This design comes from an exercise in tuning for small area, a short achievable clock period and few clock cycles per item on the open sky130 flow, not from production work.
Where RTL was checked, it was by simulation tests only, not by an equivalence proof against the original.

==> inputs of tundra <==
## mm_pe_stream
module mm_pe_stream
#(
  parameter int W         = mm_pe_stream_pkg::PE_W,
  parameter int MAX_WORDS = mm_pe_stream_pkg::PE_MAX_WORDS,
  parameter int CNT_W     = mm_pe_stream_pkg::PE_CNT_W
) (
  input  logic             clk,
  input  logic             rstn,
  input  logic             start,
  input  logic [CNT_W-1:0] n_words,
  input  logic [W-1:0]     x_j,
  input  logic [W-1:0]     m_prime,
  input  logic [W-1:0]     s_hi,
  input  logic             in_valid,
  output logic             in_ready,
  input  logic [W-1:0]     y_i,
  input  logic [W-1:0]     m_i,
  input  logic [W-1:0]     s_i,
  output logic             out_valid,
  input  logic             out_ready,
  output logic [W-1:0]     out_word,
  output logic [W-1:0]     out_top,
  output logic             busy,
  output logic             done,
  output logic             err
);
  localparam int SW = mm_pe_stream_pkg::PE_SUM_W;
  localparam int CW = mm_pe_stream_pkg::PE_CARRY_W;
  logic [2:0]       r_ph;
  logic             r_busy, r_done, r_err;
  logic             r_irdy;         
  logic             r_room;         
  logic [2:0]       r_cr;           
  logic             r_first;        
  logic [CNT_W-1:0] r_cnt;          
  logic [24:0]      r_xd;           
  logic [24:0]      r_qd;           
  logic [W-1:0]     r_top;          
  logic             r_ir_v, r_cs_v;
  logic [2:0]       r_ir_k, r_cs_k;
  logic [W-1:0]     r_y, r_m, r_s;
  logic [2*SW-1:0]  r_rows;
  logic [CW-1:0]    r_c;
  logic             r_ov;
  logic [W-1:0]     r_out;
  logic [W-1:0]     r_qb [3];
  logic [1:0]       r_qn, r_wp, r_rp;
  logic [2*SW-1:0]  w_rows;
  logic [SW-1:0]    w_t;
  logic [24:0]      w_rec;
  mm_pe_mac u_mac (
    .i_xd   (r_xd),
    .i_qd   (r_qd),
    .i_y    (r_y),
    .i_m    (r_m),
    .i_s    (r_s),
    .o_rows (w_rows)
  );
  assign w_t = r_rows[SW-1:0] + r_rows[2*SW-1:SW] + SW'(r_c);
  mm_pe_booth_rec u_rec (
    .i_v (r_ph == mm_pe_stream_pkg::PH_IDLE ? m_prime : w_t[W-1:0]),
    .o_d (w_rec)
  );
  logic [24:0] w_xrec;
  mm_pe_booth_rec u_xrec (
    .i_v (x_j),
    .o_d (w_xrec)
  );
  ...
clock: 12.5 ns
lec_check: 0
cap_margin: 20
core_margin: 2
core_utilization: 40
slew_margin: 80
run.sh (not shown) runs the stock make flow with config.mk's settings and CLKGATE_MAP_FILE= SYNTH_SCRIPT=/design/flow/synth_recipe.tcl, a recipe that flattens the netlist after the stock synthesis.
==> inputs of zinc, as changes to tundra <==
Settings changed: CORE_UTILIZATION 40 to 60, SLEW_MARGIN 80 to 60.
==> inputs of amber, as changes to tundra <==
--- a/flow/design.v
+++ b/flow/design.v
@@ -1097,25 +1097,27 @@
   logic             r_ov;
   logic [W-1:0]     r_out;
   logic [W-1:0]     r_qb [3];
   logic [1:0]       r_qn, r_wp, r_rp;
   logic [2*SW-1:0]  w_rows;
   logic [SW-1:0]    w_t;
   logic [24:0]      w_rec;
+  logic             w_idle;
+  assign w_idle = (r_ph == mm_pe_stream_pkg::PH_IDLE);
   mm_pe_mac u_mac (
     .i_xd   (r_xd),
     .i_qd   (r_qd),
     .i_y    (r_y),
     .i_m    (r_m),
     .i_s    (r_s),
     .o_rows (w_rows)
   );
   assign w_t = r_rows[SW-1:0] + r_rows[2*SW-1:SW] + SW'(r_c);
   mm_pe_booth_rec u_rec (
-    .i_v (r_ph == mm_pe_stream_pkg::PH_IDLE ? m_prime : w_t[W-1:0]),
+    .i_v (w_idle ? m_prime : w_t[W-1:0]),
     .o_d (w_rec)
   );
   logic [24:0] w_xrec;
   mm_pe_booth_rec u_xrec (
     .i_v (x_j),
     .o_d (w_xrec)
   );
@@ -1219,22 +1221,22 @@
           end
         end
         default: r_ph <= mm_pe_stream_pkg::PH_IDLE;
       endcase
     end
   end
   always_ff @(posedge clk) begin
-    if (w_start && w_legal) begin
-      r_xd  <= w_xrec;
-      r_top <= s_hi;
-      r_c   <= '0;
+    if (w_idle) begin
+      r_xd <= w_xrec;
+      r_c  <= '0;
     end
-    if (w_start && w_legal) r_cnt <= n_words;
-    else                    r_cnt <= w_cnt_n;
-    if ((w_start && w_legal) || w_cs_q) r_qd <= w_rec;
+    if (w_start && w_legal) r_top <= s_hi;
+    if (w_idle) r_cnt <= n_words;
+    else        r_cnt <= w_cnt_n;
+    if (w_idle || w_cs_q) r_qd <= w_rec;
     r_y <= (w_sel_t || w_ins_f) ? '0 : y_i;
     r_m <= w_sel_t ? w_t[W-1:0] : ((r_ph == mm_pe_stream_pkg::PH_P1 || w_ins_f) ? '0 : m_i);
     r_s <= w_ins_f ? r_top : (w_sel_t ? '0 : s_i);
     r_rows <= w_rows;
     if (w_cs_w0 || w_push) r_c <= w_t[SW-1:W];
     if (w_cs_f) r_top <= w_t[2*W-1:W];
   end
@@ -1257,10 +1259,10 @@
     end
   end
   always_ff @(posedge clk) begin
     if (w_free) begin
       if (r_qn != 2'd0) r_out <= r_qb[r_rp];
       else if (w_push)  r_out <= w_t[W-1:0];
     end
-    if (w_buf_in) r_qb[r_wp] <= w_t[W-1:0];
+    if (w_push) r_qb[r_wp] <= w_t[W-1:0];
   end
 endmodule
Settings changed: CAP_MARGIN 20 to 50, CORE_UTILIZATION 40 to 60.
==> qor summary <==
item                                                                         tundra        zinc                  amber
Row count                                                                        91          74                     75
Hold WS                                                                      390 ps      390 ps                 415 ps
Number of antenna repair diodes                                                   1           1                      0
Pin count of the biggest net entering global routing                             28          36                     39
Core box area                                                            0.0618 mm2  0.0410 mm2             0.0417 mm2
Overall routed net length                                                  80400 um    73900 um               75700 um
Final non-filler cell area                                               0.0310 mm2  0.0286 mm2             0.0302 mm2
Average vias per placed instance                                               5.46        6.10                   5.96
Count of non-filler cells in the finished layout                               3499        3054                   3215
Run status                                                 timing/DRC/antenna clean  timing/DRC/antenna clean  timing/DRC/antenna clean
Count of TritonRoute iterations in the first routing pass                         5           5                      6
Number of vias after detailed routing                                         19100       18600                  19200
Clock tree buffer count of the final layout                                      42          45                     52
Critical path's most frequent cell                         sky130_fd_sc_hd__nand2_1           -  sky130_fd_sc_hd__fa_1
Testbench counts of tundra, summed over its fixed seeds: cycles 13,915, words 13,043.
Testbench counts of zinc, summed over its fixed seeds: cycles 13,915, words 13,043.
Function not checked in amber: the RTL went through the layout flow alone.

========
==> run a <==
mm_pe_stream, a different RTL version from the one above (not shown whole).
clock: 12.5 ns
lec_check: 0
cap_margin: 20
core_margin: 2
core_utilization: 70
cts_buf_list: sky130_fd_sc_hd__clkbuf_4 sky130_fd_sc_hd__clkbuf_8
slew_margin: 60
synth_hierarchical: 1
synth_minimum_keep_size: 0
buffer_ports_args: -buffer_cell sky130_fd_sc_hd__buf_2
standard.sh (not shown) runs the stock make flow with config.mk's settings and CLKGATE_MAP_FILE= SYNTH_SCRIPT=/design/flow/synth_recipe.tcl, a recipe that flattens the netlist after the stock synthesis.
==> flow/flow/run.sh <==
#!/bin/bash
# Layout flow: the standard flow, with the port buffers made from plain
# buffers (sky130_fd_sc_hd__buf_2) instead of the cell buffer_ports picks by itself.
set -e
cp standard.sh standard_sh.txt
cp config.mk config_in.txt
echo 'export BUFFER_PORTS_ARGS = -buffer_cell sky130_fd_sc_hd__buf_2' >> config.mk
bash standard.sh > standard.log 2>&1
==> run b (differences from run a) <==
==> flow/flow/run.sh (replaced) <==
#!/bin/bash
# Layout flow: the standard flow, with the port buffers made from plain
# buffers (sky130_fd_sc_hd__buf_1) instead of the cell buffer_ports picks by itself.
set -e
cp standard.sh standard_sh.txt
cp config.mk config_in.txt
echo 'export BUFFER_PORTS_ARGS = -buffer_cell sky130_fd_sc_hd__buf_1' >> config.mk
bash standard.sh > standard.log 2>&1
- BUFFER_PORTS_ARGS: -buffer_cell sky130_fd_sc_hd__buf_2 -> -buffer_cell sky130_fd_sc_hd__buf_1
- CORE_UTILIZATION: 70 -> 78
- CTS_BUF_LIST: sky130_fd_sc_hd__clkbuf_4 sky130_fd_sc_hd__clkbuf_8 -> sky130_fd_sc_hd__clkbuf_16
- CTS_CLUSTER_DIAMETER: not set -> 100
- CTS_CLUSTER_SIZE: not set -> 30
- SLEW_MARGIN: 60 -> 45
==> run c (differences from run a) <==
==> flow/flow/run.sh (replaced) <==
#!/bin/bash
# Layout flow: the standard flow, with the port buffers made from plain
# buffers (sky130_fd_sc_hd__buf_1) instead of the cell buffer_ports picks by itself.
set -e
cp standard.sh standard_sh.txt
cp config.mk config_in.txt
echo 'export BUFFER_PORTS_ARGS = -buffer_cell sky130_fd_sc_hd__buf_1' >> config.mk
bash standard.sh > standard.log 2>&1
- BUFFER_PORTS_ARGS: -buffer_cell sky130_fd_sc_hd__buf_2 -> -buffer_cell sky130_fd_sc_hd__buf_1
- CORE_UTILIZATION: 70 -> 85
- CTS_BUF_LIST: sky130_fd_sc_hd__clkbuf_4 sky130_fd_sc_hd__clkbuf_8 -> sky130_fd_sc_hd__clkbuf_16
- CTS_CLUSTER_DIAMETER: not set -> 100
- CTS_CLUSTER_SIZE: not set -> 30
- SLEW_MARGIN: 60 -> 30
==> run d (differences from run a) <==
- CTS_BUF_LIST: sky130_fd_sc_hd__clkbuf_4 sky130_fd_sc_hd__clkbuf_8 -> sky130_fd_sc_hd__clkbuf_16
- CTS_CLUSTER_DIAMETER: not set -> 80
- CTS_CLUSTER_SIZE: not set -> 24
- SLEW_MARGIN: 60 -> 45
==> metrics.md <==
| Metric | Value |
|---|---|
| Status | complete, no violations |
| Reg2reg start | r_rows[35] |
| Core area | 0.03670 sq mm |
| FF/Latch Area | 0.008284 sq mm |
Source of the figures above: run a

==> metrics.md <==
| Metric | Value |
|---|---|
| Compound-cell area share of the yosys netlist | 13.53% |
| Synth area leaders | fa_1 (24%), edfxtp_1 (15%), dfxtp_1 (14%) |
| FF/Latch Area | 0.008227 sq mm |
| Core area | 0.03043 sq mm |
| Status | complete, no violations |
Source of the figures above: run c

==> metrics.md <==
| Metric | Value |
|---|---|
| Status | complete, no violations |
| Reg2reg start | r_rows[35] |
| Fin crit share | 32.02% |
| DRT Pass-1 Iters | 7 |
| Inst Count DP | 2683 |
| Multi-input logic area | 0.01610 sq mm |
Source of the figures above: run d

==> metrics.md <==
| Metric | Value |
|---|---|
| Critical Path AT | 4470 ps |
| Initial antenna violation count | 2 |
| Mapped Area | 0.02611 sq mm |
| Status | complete, no violations |
| Worst skew pair latency | 530 ps |
| FF/Latch Area | 0.008228 sq mm |
| Core area | 0.03328 sq mm |
Source of the figures above: run b

Testbench counts of run a, summed over its fixed seeds: cycles 13,915, words 13,043.
Testbench counts of run b, summed over its fixed seeds: cycles 13,915, words 13,043.
Testbench counts of run c, summed over its fixed seeds: cycles 13,915, words 13,043.
Testbench counts of run d, summed over its fixed seeds: cycles 13,915, words 13,043.

========
==> 03-21 <==
Starting RTL as in the previous note.
clock: 12.5 ns
lec_check: 0
cap_margin: 20
core_margin: 2
core_utilization: 70
cts_buf_list: sky130_fd_sc_hd__clkbuf_16
cts_cluster_diameter: 80
cts_cluster_size: 24
slew_margin: 30
synth_hierarchical: 1
synth_minimum_keep_size: 0
buffer_ports_args: -buffer_cell sky130_fd_sc_hd__buf_1
==> flow/flow/run.sh <==
#!/bin/bash
# Layout flow: the standard flow, with the port buffers made from plain
# buffers (sky130_fd_sc_hd__buf_1) instead of the cell buffer_ports picks by itself.
set -e
cp standard.sh standard_sh.txt
cp config.mk config_in.txt
echo 'export BUFFER_PORTS_ARGS = -buffer_cell sky130_fd_sc_hd__buf_1' >> config.mk
bash standard.sh > standard.log 2>&1
==> 07-24: changes against 03-21 <==
==> flow/flow/run.sh (replaced) <==
#!/bin/bash
# Layout flow: the standard flow, with the port buffers made from plain
# buffers (sky130_fd_sc_hd__buf_2) instead of the cell buffer_ports picks by itself.
set -e
cp standard.sh standard_sh.txt
cp config.mk config_in.txt
echo 'export BUFFER_PORTS_ARGS = -buffer_cell sky130_fd_sc_hd__buf_2' >> config.mk
bash standard.sh > standard.log 2>&1
Settings changed: BUFFER_PORTS_ARGS -buffer_cell sky130_fd_sc_hd__buf_1 to -buffer_cell sky130_fd_sc_hd__buf_2, SLEW_MARGIN 30 to 60.
==> 04-28: changes against 03-21 <==
Settings changed: SLEW_MARGIN 30 to 60.
==> summary.txt <==
metric	04-28	03-21	07-24
Outcome	complete, no violations	complete, no violations	complete, no violations
Combined buffer and inverter count along the critical path	1	0	1
Net count, final	2793	2753	2784
Drt first pass iters	5	7	5
Clock network share of area	0.02747	0.02845	0.02475
First element of the critical path	r_rows[1]	r_q[13]	r_rows[35]
Largest fanout on the critical path	3	18	3
Highest metal used	met4	met4	met5
Placed cell area	0.02627 mm2	0.02588 mm2	0.02639 mm2
Maximum clock frequency	250.1 MHz	247.3 MHz	248.2 MHz
Sequential portion of the cell area	0.3060	0.3085	0.3057
Met2 routed WL	30.32 mm	29.81 mm	30.25 mm
Testbench counts of 03-21, summed over its fixed seeds: cycles 13,915, words 13,043.
Testbench counts of 07-24, summed over its fixed seeds: cycles 13,915, words 13,043.
Testbench counts of 04-28, summed over its fixed seeds: cycles 13,915, words 13,043.

## port drivers added, routing unchanged
In the flow no input, the clock included, has a driving cell. The finished layouts below were timed again as built, in two steps. Step 1 assumes that a clkbuf_16 drives the clock port and a buf_2 every other input. Step 2, shift: input delay + t, output delay - t, t = (earliest + latest rising clock arrival at the registers) / 2. This alone moves slack from input paths to output paths. a / b / c = ideal / step 1 / step 2; a / b = the first two.
run | t (ns) | slack for setup (ns) | latest minus earliest clock arrival (ns) | cell pins on the clock port's net
tundra | 0.638 | 7.699 / 7.731 / 7.093 | 0.018 / 0.018 | 1
zinc | 0.608 | 7.754 / 7.790 / 7.182 | 0.024 / 0.024 | 1
amber | 0.603 | 7.789 / 7.789 / 7.245 | 0.015 / 0.016 | 1
run a | 0.679 | 8.466 / 8.466 / 8.096 | 0.025 / 0.026 | 1
run b | 0.583 | 8.502 / 8.538 / 7.959 | 0.021 / 0.021 | 1
run c | 0.584 | 8.411 / 8.411 / 8.082 | 0.028 / 0.028 | 1
run d | 0.606 | 8.497 / 8.497 / 7.962 | 0.022 / 0.022 | 1
03-21 | 0.617 | 8.457 / 8.457 / 8.080 | 0.025 / 0.025 | 1
07-24 | 0.605 | 8.471 / 8.471 / 8.097 | 0.020 / 0.020 | 1
04-28 | 0.623 | 8.501 / 8.501 / 8.053 | 0.029 / 0.029 | 1
After both steps every run listed still meets setup and hold. For tundra, which loses most, drivers alone change the setup slack by +0.032 ns; drivers and shift together by -0.606 ns.
